This design comes from an exercise in tuning for small area on the open sky130 flow, not from production work.
Where RTL was checked, it was by simulation tests only, not by an equivalence proof against the original.
No activity file was given, so power comes from the tool's default toggle rates.

==> module datapath, before the edit <==
module datapath (
    input  logic     clk,
    input  logic     arst_n,
    input  dp_ctrl_pkg::dp_ctrl_t ctrl,
    input  arm_isa_pkg::word_t    lr_in,
    output arm_isa_pkg::word_t    result,
    output arm_isa_pkg::word_t    status,
    output arm_isa_pkg::word_t    str_data,
    output arm_isa_pkg::pc_t      pc
);
    dp_ctrl_pkg::operand_ctrl_t op_ctrl;
    assign op_ctrl = ctrl.operands;
    arm_isa_pkg::word_t  a_data, b_data;
    logic [4:0]          s_data;
    arm_isa_pkg::word_t  a_in, b_in;
    logic [4:0]          s_in, s_next;
    arm_isa_pkg::word_t  a_reg, b_reg;
    logic [4:0]          s_reg;      
    logic                a_ok, b_ok;   
    arm_isa_pkg::pc_t    pc_q;
    arm_isa_pkg::word_t  shift_out, imm, val_a, val_b, alu_y;
    arm_isa_pkg::flags_t alu_flags, status_q;
    regfile u_regfile (
        .clk      (clk),
        .arst_n   (arst_n),
        .y        (alu_y),
        .lr_in    (lr_in),
        .sel_lr   (ctrl.rf_wr.sel_lr),
        .w_addr1  (ctrl.rf_wr.addr),
        .w_en1    (ctrl.rf_wr.en),
        .w_addr2  (ctrl.rf_wr.addr2),
        .w_en2    (ctrl.rf_wr.en2),
        .ldr_data (ctrl.rf_wr.ldr_data),
        .ldr_addr (ctrl.rf_wr.ldr_addr),
        .ldr_en   (ctrl.rf_wr.ldr_en),
        .a_addr   (op_ctrl.a_addr),
        .b_addr   (op_ctrl.b_addr),
        .s_addr   (op_ctrl.s_addr),
        .str_addr (op_ctrl.str_addr),
        .a_en     (~op_ctrl.sel_a_in[0]),
        .b_en     (~op_ctrl.sel_b_in[0]),
        .s_en     (~op_ctrl.sel_s_in[0]),
        .a_data   (a_data),
        .b_data   (b_data),
        .s_data   (s_data),
        .str_data (str_data)
    );
    assign a_in = a_data | ({32{op_ctrl.sel_a_in == FWD_ALU}} & alu_y)
                         | ({32{op_ctrl.sel_a_in == FWD_ALT}} & arm_isa_pkg::word_t'(pc_q));
    assign b_in = b_data | ({32{op_ctrl.sel_b_in == FWD_ALU}} & alu_y)
                         | ({32{op_ctrl.sel_b_in == FWD_ALT}} & val_b);
    assign s_in = s_data | ({5{op_ctrl.sel_s_in == FWD_ALU}} & alu_y[4:0]);
    assign s_next = op_ctrl.sel_s_reg ? s_in : op_ctrl.shift_imm[4:0];
    always_ff @(posedge clk or negedge arst_n) begin
        if (!arst_n) begin
            a_ok  <= 1'b0;
            b_ok  <= 1'b0;
            s_reg <= '0;
        end else begin
            if (op_ctrl.en_a) a_ok  <= 1'b1;
            if (op_ctrl.en_b) b_ok  <= 1'b1;
            if (op_ctrl.en_s) s_reg <= s_next;
        end
    end
    always_ff @(posedge clk) begin
        if (op_ctrl.en_a) a_reg <= a_in;
        if (op_ctrl.en_b) b_reg <= b_in;
    end
    shifter u_shifter (
        .value   (b_reg),
        .valid   (b_ok),
        .op      (arm_isa_pkg::shift_op_e'(ctrl.shift_op)),
        .amount  (s_reg),
        .shifted (shift_out)
    );
    assign imm   = op_ctrl.sel_branch_imm ? op_ctrl.imm24 : op_ctrl.imm12;
    assign val_a = (op_ctrl.zero_a | ~a_ok) ? '0 : a_reg;
    assign val_b = op_ctrl.sel_imm ? imm : shift_out;
    alu u_alu (
        .a     (val_a),
        .b     (val_b),
        .op    (arm_isa_pkg::alu_op_e'(ctrl.alu_op)),
        .y     (alu_y),
        .flags (alu_flags)
    );
    always_ff @(posedge clk or negedge arst_n) begin
        if (!arst_n) begin
            pc_q <= '0;
        end else if (ctrl.pc.load) begin
            case (ctrl.pc.sel)
                PC_NEXT:  pc_q <= pc_q + 11'd1;
                PC_ALU:   pc_q <= alu_y[10:0];
                PC_START: pc_q <= ctrl.pc.start;
                default:  pc_q <= pc_q;
            endcase
        end
    end
    always_ff @(posedge clk or negedge arst_n) begin
        if (!arst_n) begin
            status_q <= '0;
        end else if (ctrl.en_status && ctrl.status_rdy) begin
            status_q <= alu_flags;
        end
    end
    assign pc     = pc_q;
    assign status = {status_q, 28'd0};
    assign result = ctrl.sel_post_index ? val_a : alu_y;
endmodule
export LEC_CHECK = 0
export CAP_MARGIN = 20
export CELL_PAD_IN_SITES_GLOBAL_PLACEMENT = 2
export CORE_MARGIN = 2
export CORE_UTILIZATION = 40
export PLACE_DENSITY = 0.5
export SLEW_MARGIN = 20
create_clock -name core_clock -period 12.0 [get_ports {clk}]
standard.sh (not shown) runs the stock make flow with config.mk's settings and CLKGATE_MAP_FILE= SYNTH_SCRIPT=/design/flow/synth_recipe.tcl, a recipe that flattens the netlist after the stock synthesis.
==> flow/flow/run.sh <==
#!/bin/bash
# Standard ORFS layout (the standard.sh), except:
#  - the combinational logic is mapped by an area-oriented ABC script
#    (registers are mapped exactly as in the standard synthesis, before ABC);
#  - port buffers use buf_1;
#  - CTS uses clkbuf_4 with small sink clusters and no dummy loads.
set -euo pipefail
W=$PWD
{
  head -1 synth_recipe.tcl
  cat <<EOF2
proc abc {args} {
  set i [lsearch -exact \$args -script]
  if {\$i >= 0} { set args [lreplace \$args [expr {\$i+1}] [expr {\$i+1}] $W/flow/area.script] }
  puts "area abc: \$args"
  yosys abc {*}\$args
}
EOF2
  tail -n +2 synth_recipe.tcl
} > $W/area_synth.tcl
bash standard.sh finish SYNTH_SCRIPT=$W/area_synth.tcl \
  BUFFER_PORTS_ARGS="-buffer_cell sky130_fd_sc_hd__buf_1" \
  CTS_ARGS="-sink_clustering_enable -repair_clock_nets -buf_list sky130_fd_sc_hd__clkbuf_4 -sink_clustering_size 8 -sink_clustering_max_diameter 40 -dont_use_dummy_load" \
  > $W/make_finish.log 2>&1
==> flow/flow/area.script <==
&get -n
&st
&dch -f
&nf -a -p -F 8 -A 6 -C 32
&put
topo
Next try:
--- a/flow/design.v
+++ b/flow/design.v
@@ -286,6 +286,6 @@
         .s_addr   (op_ctrl.s_addr),
         .str_addr (op_ctrl.str_addr),
-        .a_en     (~op_ctrl.sel_a_in[0]),
-        .b_en     (~op_ctrl.sel_b_in[0]),
+        .a_en     (op_ctrl.en_a & ~op_ctrl.sel_a_in[0]),
+        .b_en     (op_ctrl.en_b & ~op_ctrl.sel_b_in[0]),
         .s_en     (~op_ctrl.sel_s_in[0]),
         .a_data   (a_data),
@@ -294,8 +294,10 @@
         .str_data (str_data)
     );
-    assign a_in = a_data | ({32{op_ctrl.sel_a_in == FWD_ALU}} & alu_y)
-                         | ({32{op_ctrl.sel_a_in == FWD_ALT}} & arm_isa_pkg::word_t'(pc_q));
-    assign b_in = b_data | ({32{op_ctrl.sel_b_in == FWD_ALU}} & alu_y)
-                         | ({32{op_ctrl.sel_b_in == FWD_ALT}} & val_b);
+    assign a_in = a_data | ({32{op_ctrl.en_a & (op_ctrl.sel_a_in == FWD_ALU)}} & alu_y)
+                         | ({32{op_ctrl.en_a & (op_ctrl.sel_a_in == FWD_ALT)}} & arm_isa_pkg::word_t'(pc_q))
+                         | ({32{~op_ctrl.en_a}} & a_reg);
+    assign b_in = b_data | ({32{op_ctrl.en_b & (op_ctrl.sel_b_in == FWD_ALU)}} & alu_y)
+                         | ({32{op_ctrl.en_b & (op_ctrl.sel_b_in == FWD_ALT)}} & val_b)
+                         | ({32{~op_ctrl.en_b}} & b_reg);
     assign s_in = s_data | ({5{op_ctrl.sel_s_in == FWD_ALU}} & alu_y[4:0]);
     assign s_next = op_ctrl.sel_s_reg ? s_in : op_ctrl.shift_imm[4:0];
@@ -312,6 +314,6 @@
     end
     always_ff @(posedge clk) begin
-        if (op_ctrl.en_a) a_reg <= a_in;
-        if (op_ctrl.en_b) b_reg <= b_in;
+        a_reg <= a_in;
+        b_reg <= b_in;
     end
     shifter u_shifter (
The new run went through all stages and came out clean.
Synthesized area shrinks by 1.0%.
Combinational power stays flat.
Global-route usage grows by 6.0 points.
Non-clock buffer count grows by 18.
Core utilization hardly moves.
Count of clock-buffer cells in the layout grows by 17.
Wire length grows by 11%.
Die area shrinks by 1.0%.
For the first run of this note, only the layout was checked, not whether the RTL still works.

==> port drivers added, routing unchanged <==
No port has a modelled driver above. Below, the same layouts with a new extraction and two added sets of constraints. Step 1, drivers: a clkbuf_16 drives clk and a buf_2 each remaining input, both assumed. Step 2 also shifts input and output timing later by t, the mid clock arrival at the registers, as if the neighbouring blocks saw the same clock. a / b / c = no drivers / after step 1 / after step 2; a / b = the first two.
| run | shift t [ns] | setup slack, ns | worst setup path at the end | clock arrival spread, ns | pins driven straight from the clock port |
|---|---|---|---|---|---|
| the first run | 1.049 | 0.586 / 0.564 / 0.564 | input to output | 0.185 / 0.186 | 1 |
| the second run | 1.168 | 0.407 / 0.380 / 0.380 | input to output | 0.174 / 0.174 | 1 |
After both steps setup and hold are still met in every run listed. For the second run, which loses most, drivers alone change the setup slack by -0.027 ns; drivers and shift together by -0.027 ns.
